From an optimization exercise on the open Yosys and OpenROAD flow, aimed at small area and a short achievable clock period; shortcuts taken in it are not production practice.
Function was checked by simulation only, so behaviour that the tests miss may differ from the original.
No activity file was given, so power comes from the tool's default toggle rates.

## instr_mix_profiler
module instr_mix_profiler #(
   parameter int unsigned CNT_W = 16
) (
   input  logic             clk,
   input  logic             rst,
   input  logic             in_valid,
   input  logic [22:0]      instruction_type,
   input  logic [4:0]       instruction_format,
   input  logic             clear,
   input  logic             rd_en,
   input  logic [4:0]       rd_sel,
   output logic             rd_valid,
   output logic [CNT_W-1:0] rd_data,
   output logic             rd_err
);
Size: ~1,500 cells after synthesis, about 500 flip-flops, roughly 56 I/O pins.
==> flow/config.mk <==
export PLATFORM = sky130hd
export DESIGN_NAME = instr_mix_profiler
export DESIGN_NICKNAME = instr_mix_profiler
export VERILOG_FILES = /design/flow/design.v
export SDC_FILE = /design/flow/constraint.sdc
export NUM_CORES = 4
export LEC_CHECK = 0
export CAP_MARGIN = 20
export CORE_MARGIN = 2
export CORE_UTILIZATION = 45
export CTS_CLUSTER_DIAMETER = 60
export CTS_CLUSTER_SIZE = 16
export SETUP_SLACK_MARGIN = 4.8
export SLEW_MARGIN = 20
export TNS_END_PERCENT = 0
==> flow/constraint.sdc <==
create_clock -name core_clock -period 7.5 [get_ports {clk}]
set_input_delay 1.5000 -clock core_clock [delete_from_list [all_inputs] [get_ports {clk}]]
set_output_delay 1.5000 -clock core_clock [all_outputs]
set_load 0.01 [all_outputs]
standard.sh (not shown) runs the stock make flow with config.mk's settings and CLKGATE_MAP_FILE= SYNTH_SCRIPT=/design/flow/synth_recipe.tcl, a recipe that flattens the netlist after the stock synthesis.
==> flow/flow/run.sh <==
#!/bin/bash
# The standard layout (standard synthesis unchanged), with two changes:
# the port buffers are sky130_fd_sc_hd__buf_4 instead of the delay-cell
# buffer buffer_ports picks by default, and clock tree synthesis inserts no
# dummy loads. Each tool's full output goes to ORFS's own logs under orfs/logs.
export BUFFER_PORTS_ARGS="-buffer_cell sky130_fd_sc_hd__buf_4"
export CTS_ARGS="-sink_clustering_enable -repair_clock_nets -sink_clustering_size 16 -sink_clustering_max_diameter 60 -dont_use_dummy_load"
bash standard.sh > standard.log 2>&1
Next try:
==> flow/run.sh (new file) <==
#!/bin/bash
# synth_recipe.tcl (not shown) runs the flow's synth.tcl, then flattens the netlist and writes it again
# the make line also repeats each setting of config.mk as NAME=value (left out here)
make -C /OpenROAD-flow-scripts/flow DESIGN_CONFIG=/design/flow/config.mk WORK_HOME=/design/flow/orfs CLKGATE_MAP_FILE= SYNTH_SCRIPT=/design/flow/synth_recipe.tcl finish
removed: flow/flow/run.sh
removed: flow/standard.sh
Via count came out higher by 2.2%. Total power rises by 6.1%. Synthesized area does not change. Die area is unchanged. Hold slack gets better by 0.0058 ns. Flip-flop and latch count stays the same. Sequential share of layout area is lower by 2.8 points. Cell area rose by 4.9%.

* * *

The RTL this note starts from:
==> flow/design.v <==
package rv_decode_pkg;
   localparam int unsigned NUM_TYPES = 23;
   localparam int unsigned NUM_FMTS  = 5;
   localparam int unsigned NUM_CNT   = 30;
   localparam int unsigned TYPE_JAL   = 22;
   localparam int unsigned TYPE_JALR  = 21;
   localparam int unsigned TYPE_BEQ   = 20;
   localparam int unsigned TYPE_BNE   = 19;
   localparam int unsigned TYPE_LW    = 18;
   localparam int unsigned TYPE_SW    = 17;
   localparam int unsigned TYPE_ADDI  = 16;
   localparam int unsigned TYPE_SLTI  = 15;
   localparam int unsigned TYPE_SLTIU = 14;
   localparam int unsigned TYPE_XORI  = 13;
   localparam int unsigned TYPE_ORI   = 12;
   localparam int unsigned TYPE_ANDI  = 11;
   localparam int unsigned TYPE_SLLI  = 10;
   localparam int unsigned TYPE_SRLI  = 9;
   localparam int unsigned TYPE_ADD   = 8;
   localparam int unsigned TYPE_SUB   = 7;
   localparam int unsigned TYPE_SLL   = 6;
   localparam int unsigned TYPE_SLT   = 5;
   localparam int unsigned TYPE_SLTU  = 4;
   localparam int unsigned TYPE_XOR   = 3;
   localparam int unsigned TYPE_SRL   = 2;
   localparam int unsigned TYPE_OR    = 1;
   localparam int unsigned TYPE_AND   = 0;
   localparam int unsigned FMT_J = 0;
   localparam int unsigned FMT_B = 1;
   localparam int unsigned FMT_S = 2;
   localparam int unsigned FMT_I = 3;
   localparam int unsigned FMT_R = 4;
   localparam logic [NUM_TYPES*3-1:0] TYPE_FMT_LUT = {
      3'(FMT_J),                                                
      3'(FMT_I),                                                
      3'(FMT_B), 3'(FMT_B),                                     
      3'(FMT_I),                                                
      3'(FMT_S),                                                
      3'(FMT_I), 3'(FMT_I), 3'(FMT_I), 3'(FMT_I),               
      3'(FMT_I), 3'(FMT_I), 3'(FMT_I), 3'(FMT_I),               
      3'(FMT_R), 3'(FMT_R), 3'(FMT_R), 3'(FMT_R), 3'(FMT_R),    
      3'(FMT_R), 3'(FMT_R), 3'(FMT_R), 3'(FMT_R)                
   };
   localparam int unsigned SEL_FMT_BASE = 23;
   localparam int unsigned SEL_TOTAL    = 28;
   localparam int unsigned SEL_ERR      = 29;
   function automatic logic [NUM_FMTS-1:0] fmt_onehot(input logic [2:0] fmt_idx);
      fmt_onehot = NUM_FMTS'(1) << fmt_idx;
   endfunction
endpackage
module sat_counter #(
   parameter int unsigned CNT_W = 16
) (
   input  logic             clk,
   input  logic             inc,
   input  logic             zero,
   output logic [CNT_W-1:0] q
);
   localparam int unsigned NG = CNT_W / 4;
   logic [CNT_W-1:0] cnt_q, cnt_d, tgl;
   logic [CNT_W-1:0] loc;      
   logic [NG:0]      grp;      
   logic [NG-1:0]    go;       
   logic             step;
   always_comb begin
      grp[0] = 1'b1;
      for (int unsigned k = 0; k < NG; k++) begin
         loc[4*k]   = 1'b1;
         loc[4*k+1] = cnt_q[4*k];
         loc[4*k+2] = cnt_q[4*k] & cnt_q[4*k+1];
         loc[4*k+3] = cnt_q[4*k] & cnt_q[4*k+1] & cnt_q[4*k+2];
         grp[k+1]   = grp[k] & (&cnt_q[4*k +: 4]);
      end
      step = inc & ~grp[NG];
      for (int unsigned k = 0; k < NG; k++) go[k] = step & grp[k];
      for (int unsigned i = 0; i < CNT_W; i++) tgl[i] = go[i/4] & loc[i];
      cnt_d = (cnt_q ^ tgl) & {CNT_W{~zero}};
      cnt_d[0] = zero ? inc : (cnt_q[0] ^ step);
   end
   always_ff @(posedge clk) begin
      cnt_q <= cnt_d;
   end
   assign q = cnt_q;
endmodule
module sat_counter_bank #(
   parameter int unsigned N     = 23,
   parameter int unsigned CNT_W = 16
) (
   input  logic                    clk,
   input  logic [N-1:0]            sel,
   input  logic [N-1:0]            inc,
   input  logic                    zero,
   output logic [N-1:0][CNT_W-1:0] q
);
   logic [N-1:0][CNT_W-1:0] cnt_q;
   logic [CNT_W-1:0]        cur, nxt;
   logic [CNT_W:0]          pre;    
   assign pre[0] = 1'b1;
   for (genvar i = 1; i <= CNT_W; i++) begin : g_pre
      assign pre[i] = &cur[i-1:0];
   end
   always_comb begin
      cur = '0;
      for (int unsigned j = 0; j < N; j++) begin
         cur = cur | (cnt_q[j] & {CNT_W{sel[j]}});
      end
      for (int unsigned i = 0; i < CNT_W; i++) begin
         nxt[i] = cur[i] ? (pre[CNT_W] | ~pre[i]) : pre[i];
      end
   end
   always_ff @(posedge clk) begin
      for (int unsigned j = 0; j < N; j++) begin
         if (inc[j] || zero) begin
            cnt_q[j] <= nxt & {CNT_W{~zero}};
         end
      end
   end
   assign q = cnt_q;
endmodule
module instr_mix_profiler #(
   parameter int unsigned CNT_W = 16
) (
   input  logic             clk,
   input  logic             rst,
   input  logic             in_valid,
   input  logic [22:0]      instruction_type,
   input  logic [4:0]       instruction_format,
   input  logic             clear,
   input  logic             rd_en,
   input  logic [4:0]       rd_sel,
   output logic             rd_valid,
   output logic [CNT_W-1:0] rd_data,
   output logic             rd_err
);
   localparam int unsigned NUM_TYPES = 23;
   localparam int unsigned NUM_FMTS  = 5;
   localparam int unsigned NUM_PHYS  = 28;
   logic [NUM_TYPES-1:0] s1_type_q;
   logic                 s1_legal_q;
   logic [3:0]           s1_grp_inc_q;    
   logic                 clr_pend_q;
   logic             rd_valid_q;
   logic [CNT_W-1:0] rd_data_q, rd_data_d;
   logic             rd_err_q;
   logic [NUM_FMTS-1:0]            grp;
   logic [1:0]                     t_am;
   logic                           take, is_bubble, is_legal, is_err;
   logic [NUM_TYPES-1:0]           type_inc;
   logic [NUM_PHYS-1:0][CNT_W-1:0] cnt;
   logic [31:0]                    sel_hot;
   logic [NUM_PHYS-1:0]            pick;
   function automatic logic [1:0] any_multi(input logic [31:0] x);
      logic [31:0] a, m;
      a = x;
      m = '0;
      for (int w = 16; w >= 1; w = w / 2) begin
         for (int i = 0; i < w; i++) begin
            m[i] = m[2*i] | m[2*i+1] | (a[2*i] & a[2*i+1]);
            a[i] = a[2*i] | a[2*i+1];
         end
      end
      any_multi = {m[0], a[0]};
   endfunction
   logic [NUM_FMTS-1:0] g_any, g_multi, g_use;
   logic [1:0]          u_am;
   always_comb begin
      t_am = any_multi({30'd0, instruction_type[20:19]});
      g_any[1] = t_am[0];  g_multi[1] = t_am[1];
      t_am = any_multi({22'd0, instruction_type[21], instruction_type[18], instruction_type[16:9]});
      g_any[3] = t_am[0];  g_multi[3] = t_am[1];
      t_am = any_multi({23'd0, instruction_type[8:0]});
      g_any[4] = t_am[0];  g_multi[4] = t_am[1];
      g_any[0] = instruction_type[22];  g_multi[0] = 1'b0;
      g_any[2] = instruction_type[17];  g_multi[2] = 1'b0;
      g_use = g_any | instruction_format;
      u_am  = any_multi({27'd0, g_use});
      take      = in_valid && !clear && !rst;
      is_bubble = !u_am[0];
      is_legal  = take && !u_am[1] && (|(instruction_format & g_any & ~g_multi));
      is_err    = take && u_am[0] && !is_legal;
   end
   always_comb begin
      type_inc = s1_type_q & {NUM_TYPES{s1_legal_q}};
   end
   sat_counter_bank #(
      .N     (NUM_TYPES),
      .CNT_W (CNT_W)
   ) u_types (
      .clk  (clk),
      .sel  (s1_type_q),
      .inc  (type_inc),
      .zero (clr_pend_q),
      .q    (cnt[NUM_TYPES-1:0])
   );
   sat_counter_bank #(
      .N     (4),
      .CNT_W (CNT_W)
   ) u_fmt_err (
      .clk  (clk),
      .sel  (s1_grp_inc_q),
      .inc  (s1_grp_inc_q),
      .zero (clr_pend_q),
      .q    (cnt[26:23])
   );
   sat_counter #(
      .CNT_W (CNT_W)
   ) u_total (
      .clk  (clk),
      .inc  (s1_legal_q),
      .zero (clr_pend_q),
      .q    (cnt[27])
   );
   logic [CNT_W-1:0] sel_val;
   always_comb begin
      for (int unsigned i = 0; i < 32; i++) begin
         sel_hot[i] = !clr_pend_q && (rd_sel == 5'(i));
      end
      for (int unsigned i = 0; i < NUM_TYPES; i++) pick[i] = sel_hot[i];
      pick[22] = sel_hot[22] | sel_hot[23];
      pick[17] = sel_hot[17] | sel_hot[25];
      pick[23] = sel_hot[24];
      pick[24] = sel_hot[26];
      pick[25] = sel_hot[27];
      pick[26] = sel_hot[29];
      pick[27] = sel_hot[28];
      sel_val = '0;
      for (int unsigned i = 0; i < NUM_PHYS; i++) begin
         sel_val = sel_val | (cnt[i] & {CNT_W{pick[i]}});
      end
      rd_data_d = rst ? '0 : rd_en ? sel_val : rd_data_q;
   end
   always_ff @(posedge clk) begin
      s1_type_q    <= instruction_type;
      s1_legal_q   <= is_legal;
      s1_grp_inc_q <= {is_err, instruction_format[4] & is_legal,
                       instruction_format[3] & is_legal, instruction_format[1] & is_legal};
      clr_pend_q   <= rst | clear;
      rd_data_q    <= rd_data_d;
      if (rst) begin
         rd_valid_q <= 1'b0;
         rd_err_q   <= 1'b0;
      end else begin
         rd_valid_q <= rd_en;
         rd_err_q   <= rd_en & (&rd_sel[4:1]);
      end
   end
   assign rd_valid = rd_valid_q;
   assign rd_data  = rd_data_q;
   assign rd_err   = rd_err_q;
endmodule
export LEC_CHECK = 0
export CAP_MARGIN = 0
export CORE_MARGIN = 2
export CORE_UTILIZATION = 50
export CTS_CLUSTER_DIAMETER = 60
export CTS_CLUSTER_SIZE = 16
export SETUP_SLACK_MARGIN = 4.8
export SLEW_MARGIN = 0
export TNS_END_PERCENT = 0
create_clock -name core_clock -period 7.5 [get_ports {clk}]
==> flow/flow/run.sh <==
#!/bin/bash
# The standard layout (standard synthesis unchanged), with two changes:
# the port buffers are sky130_fd_sc_hd__buf_2 instead of the delay-cell
# buffer buffer_ports picks by default, and clock tree synthesis builds the
# tree from sky130_fd_sc_hd__clkbuf_4 in clusters of up to 8 sinks and
# inserts no dummy loads. make's output goes to standard.log here; each
# tool's full output also goes to ORFS's own logs under orfs/logs.
export BUFFER_PORTS_ARGS="-buffer_cell sky130_fd_sc_hd__buf_2"
export CTS_ARGS="-sink_clustering_enable -repair_clock_nets -sink_clustering_size 8 -sink_clustering_max_diameter 40 -dont_use_dummy_load -buf_list sky130_fd_sc_hd__clkbuf_4"
bash standard.sh > standard.log 2>&1
The first run finished clean.
Next try:
==> flow/run.sh (new file) <==
#!/bin/bash
# synth_recipe.tcl (not shown) runs the flow's synth.tcl, then flattens the netlist and writes it again
# the make line also repeats each setting of config.mk as NAME=value (left out here)
make -C /OpenROAD-flow-scripts/flow DESIGN_CONFIG=/design/flow/config.mk WORK_HOME=/design/flow/orfs CLKGATE_MAP_FILE= SYNTH_SCRIPT=/design/flow/synth_recipe.tcl finish
CAP_MARGIN = 20   (was 0)
CTS_BUF_LIST = sky130_fd_sc_hd__clkbuf_8   (was default)
CTS_CLUSTER_DIAMETER = 50   (was 60)
CTS_CLUSTER_SIZE = 12   (was 16)
SLEW_MARGIN = 20   (was 0)
removed: flow/flow/run.sh
removed: flow/standard.sh
Result: Fmax goes up by 3.5%. Via count goes up by 0.51%. Die area does not change. Clock-buffer cell count goes down by 25. Sequential share of layout area goes down by 3.6 points.
Next try:
==> flow/flow/run.sh (new file) <==
#!/bin/bash
# The standard layout (standard synthesis unchanged), with two changes:
# the port buffers are sky130_fd_sc_hd__buf_4 instead of the delay-cell
# buffer buffer_ports picks by default, and clock tree synthesis builds the
# tree from sky130_fd_sc_hd__clkbuf_8 in clusters of up to 12 sinks and
# inserts no dummy loads. Each tool's full output goes to ORFS's own logs under orfs/logs.
export BUFFER_PORTS_ARGS="-buffer_cell sky130_fd_sc_hd__buf_4"
export CTS_ARGS="-sink_clustering_enable -repair_clock_nets -sink_clustering_size 12 -sink_clustering_max_diameter 50 -dont_use_dummy_load -buf_list sky130_fd_sc_hd__clkbuf_8"
bash standard.sh > standard.log 2>&1
==> flow/standard.sh (new file) <==
#!/bin/bash
# synth_recipe.tcl (not shown) runs the flow's synth.tcl, then flattens the netlist and writes it again
# the make line also repeats each setting of config.mk as NAME=value (left out here)
make -C /OpenROAD-flow-scripts/flow DESIGN_CONFIG=/design/flow/config.mk WORK_HOME=/design/flow/orfs CLKGATE_MAP_FILE= SYNTH_SCRIPT=/design/flow/synth_recipe.tcl "${@:-finish}"
CORE_UTILIZATION = 45   (was 50)
CTS_BUF_LIST = default   (was sky130_fd_sc_hd__clkbuf_8)
CTS_CLUSTER_DIAMETER = 60   (was 50)
CTS_CLUSTER_SIZE = 16   (was 12)
removed: flow/run.sh
What happened: Area after synthesis is unchanged. Setup slack is worse by 99 ps. First-iteration DRC count grows by 16%. Global-route usage is lower by 3.6 points. Sequential power stays flat. Cell area came out lower by 2.8%. Count of clock-buffer cells in the layout goes down by 2. Register-to-register slack degrades by 99 ps. Via count decreases by 0.79%. Sequential cell count is unchanged. Non-clock buffer count drops by 18.
Next try:
--- a/flow/flow/run.sh
+++ b/flow/flow/run.sh
@@ -3 +3 @@
-# the port buffers are sky130_fd_sc_hd__buf_4 instead of the delay-cell
+# the port buffers are sky130_fd_sc_hd__buf_2 instead of the delay-cell
@@ -7 +7 @@
-export BUFFER_PORTS_ARGS="-buffer_cell sky130_fd_sc_hd__buf_4"
+export BUFFER_PORTS_ARGS="-buffer_cell sky130_fd_sc_hd__buf_2"
CORE_UTILIZATION = 55   (was 45)
The new run produced a clean layout.
Synthesized cell count stays the same.
Cell count fell by a few percent.
Power fell slightly.
Worst hold slack barely changes.
Clock power hardly moves.
Non-clock buffer count is higher by 8.
Wire length went down slightly.
Final area is about the same.
Sequential power is about the same.
Core utilization came out higher by 12 points.
Next try:
CORE_UTILIZATION = 50   (was 55)
PLACE_DENSITY = 0.8   (was default)
Outcome: The changed run finished clean; die area grows by roughly a tenth; cell area decreases slightly; routed wire length goes down by a few percent; critical path depth went down by 1; via count rises slightly; total power is lower slightly; worst setup slack loses 110 ps.
Next try:
--- a/flow/flow/run.sh
+++ b/flow/flow/run.sh
@@ -3 +3 @@
-# the port buffers are sky130_fd_sc_hd__buf_2 instead of the delay-cell
+# the port buffers are sky130_fd_sc_hd__buf_4 instead of the delay-cell
@@ -7 +7 @@
-export BUFFER_PORTS_ARGS="-buffer_cell sky130_fd_sc_hd__buf_2"
+export BUFFER_PORTS_ARGS="-buffer_cell sky130_fd_sc_hd__buf_4"
CORE_UTILIZATION = 45   (was 50)
PLACE_DENSITY = default   (was 0.8)
SETUP_SLACK_MARGIN = 5.0   (was 4.8)
What happened: The new run completed without violations; wire length is higher by roughly a tenth; cell area rises by a few percent; final cell count climbs by a few percent; worst setup slack improved by 110 ps; non-clock buffer count rose by 39; worst hold slack improved by 4.2 ps; register-to-register slack is better by 110 ps; die area climbs by roughly a tenth.

## afterwards: timing with drivers on the ports
The results above use ideal ports. As a check the final layouts listed here were re-extracted and re-timed, cells and wires unchanged.
Step 1 assumes that a clkbuf_16 drives the clock port and a buf_2 every other input.
Step 2 moves the port delays by t, midway between the first and last clock arrival at a register: inputs arrive t later, outputs are due t later. That takes back most of the time a late clock gives input paths.
Slacks: ideal / step 1 / step 2; pairs: ideal / step 1.
| run | t, ns | slack for setup (ns) | hold slack, ns | worst setup path after step 2 | clock arrival spread, ns |
|---|---|---|---|---|---|
| the first run of note 1 | 0.622 | 4.304 / 4.315 / 3.693 | 0.480 / 0.480 / 0.480 | input to register | 0.043 / 0.044 |
| the second run of note 1 | 0.662 | 4.339 / 4.371 / 3.709 | 0.486 / 0.486 / 0.486 | input to register | 0.020 / 0.020 |
| the first run of note 2 | 0.904 | 4.555 / 4.543 / 3.763 | 0.478 / 0.478 / 0.478 | input to register | 0.104 / 0.104 |
| the second run of note 2 | 0.732 | 4.654 / 4.654 / 3.974 | 0.486 / 0.486 / 0.486 | input to register | 0.032 / 0.031 |
| the third run of note 2 | 0.713 | 4.555 / 4.555 / 3.843 | 0.473 / 0.473 / 0.473 | input to register | 0.068 / 0.068 |
| the fourth run of note 2 | 0.734 | 4.578 / 4.578 / 3.930 | 0.476 / 0.476 / 0.476 | input to register | 0.055 / 0.056 |
| the fifth run of note 2 | 0.700 | 4.465 / 4.465 / 3.850 | 0.475 / 0.475 / 0.475 | input to register | 0.080 / 0.080 |
| the sixth run of note 2 | 0.723 | 4.579 / 4.579 / 3.959 | 0.479 / 0.479 / 0.479 | input to register | 0.063 / 0.064 |
After both steps every run listed still meets setup and hold. For the first run of note 2, which loses most, drivers alone change the setup slack by -0.012 ns; drivers and shift together by -0.792 ns.
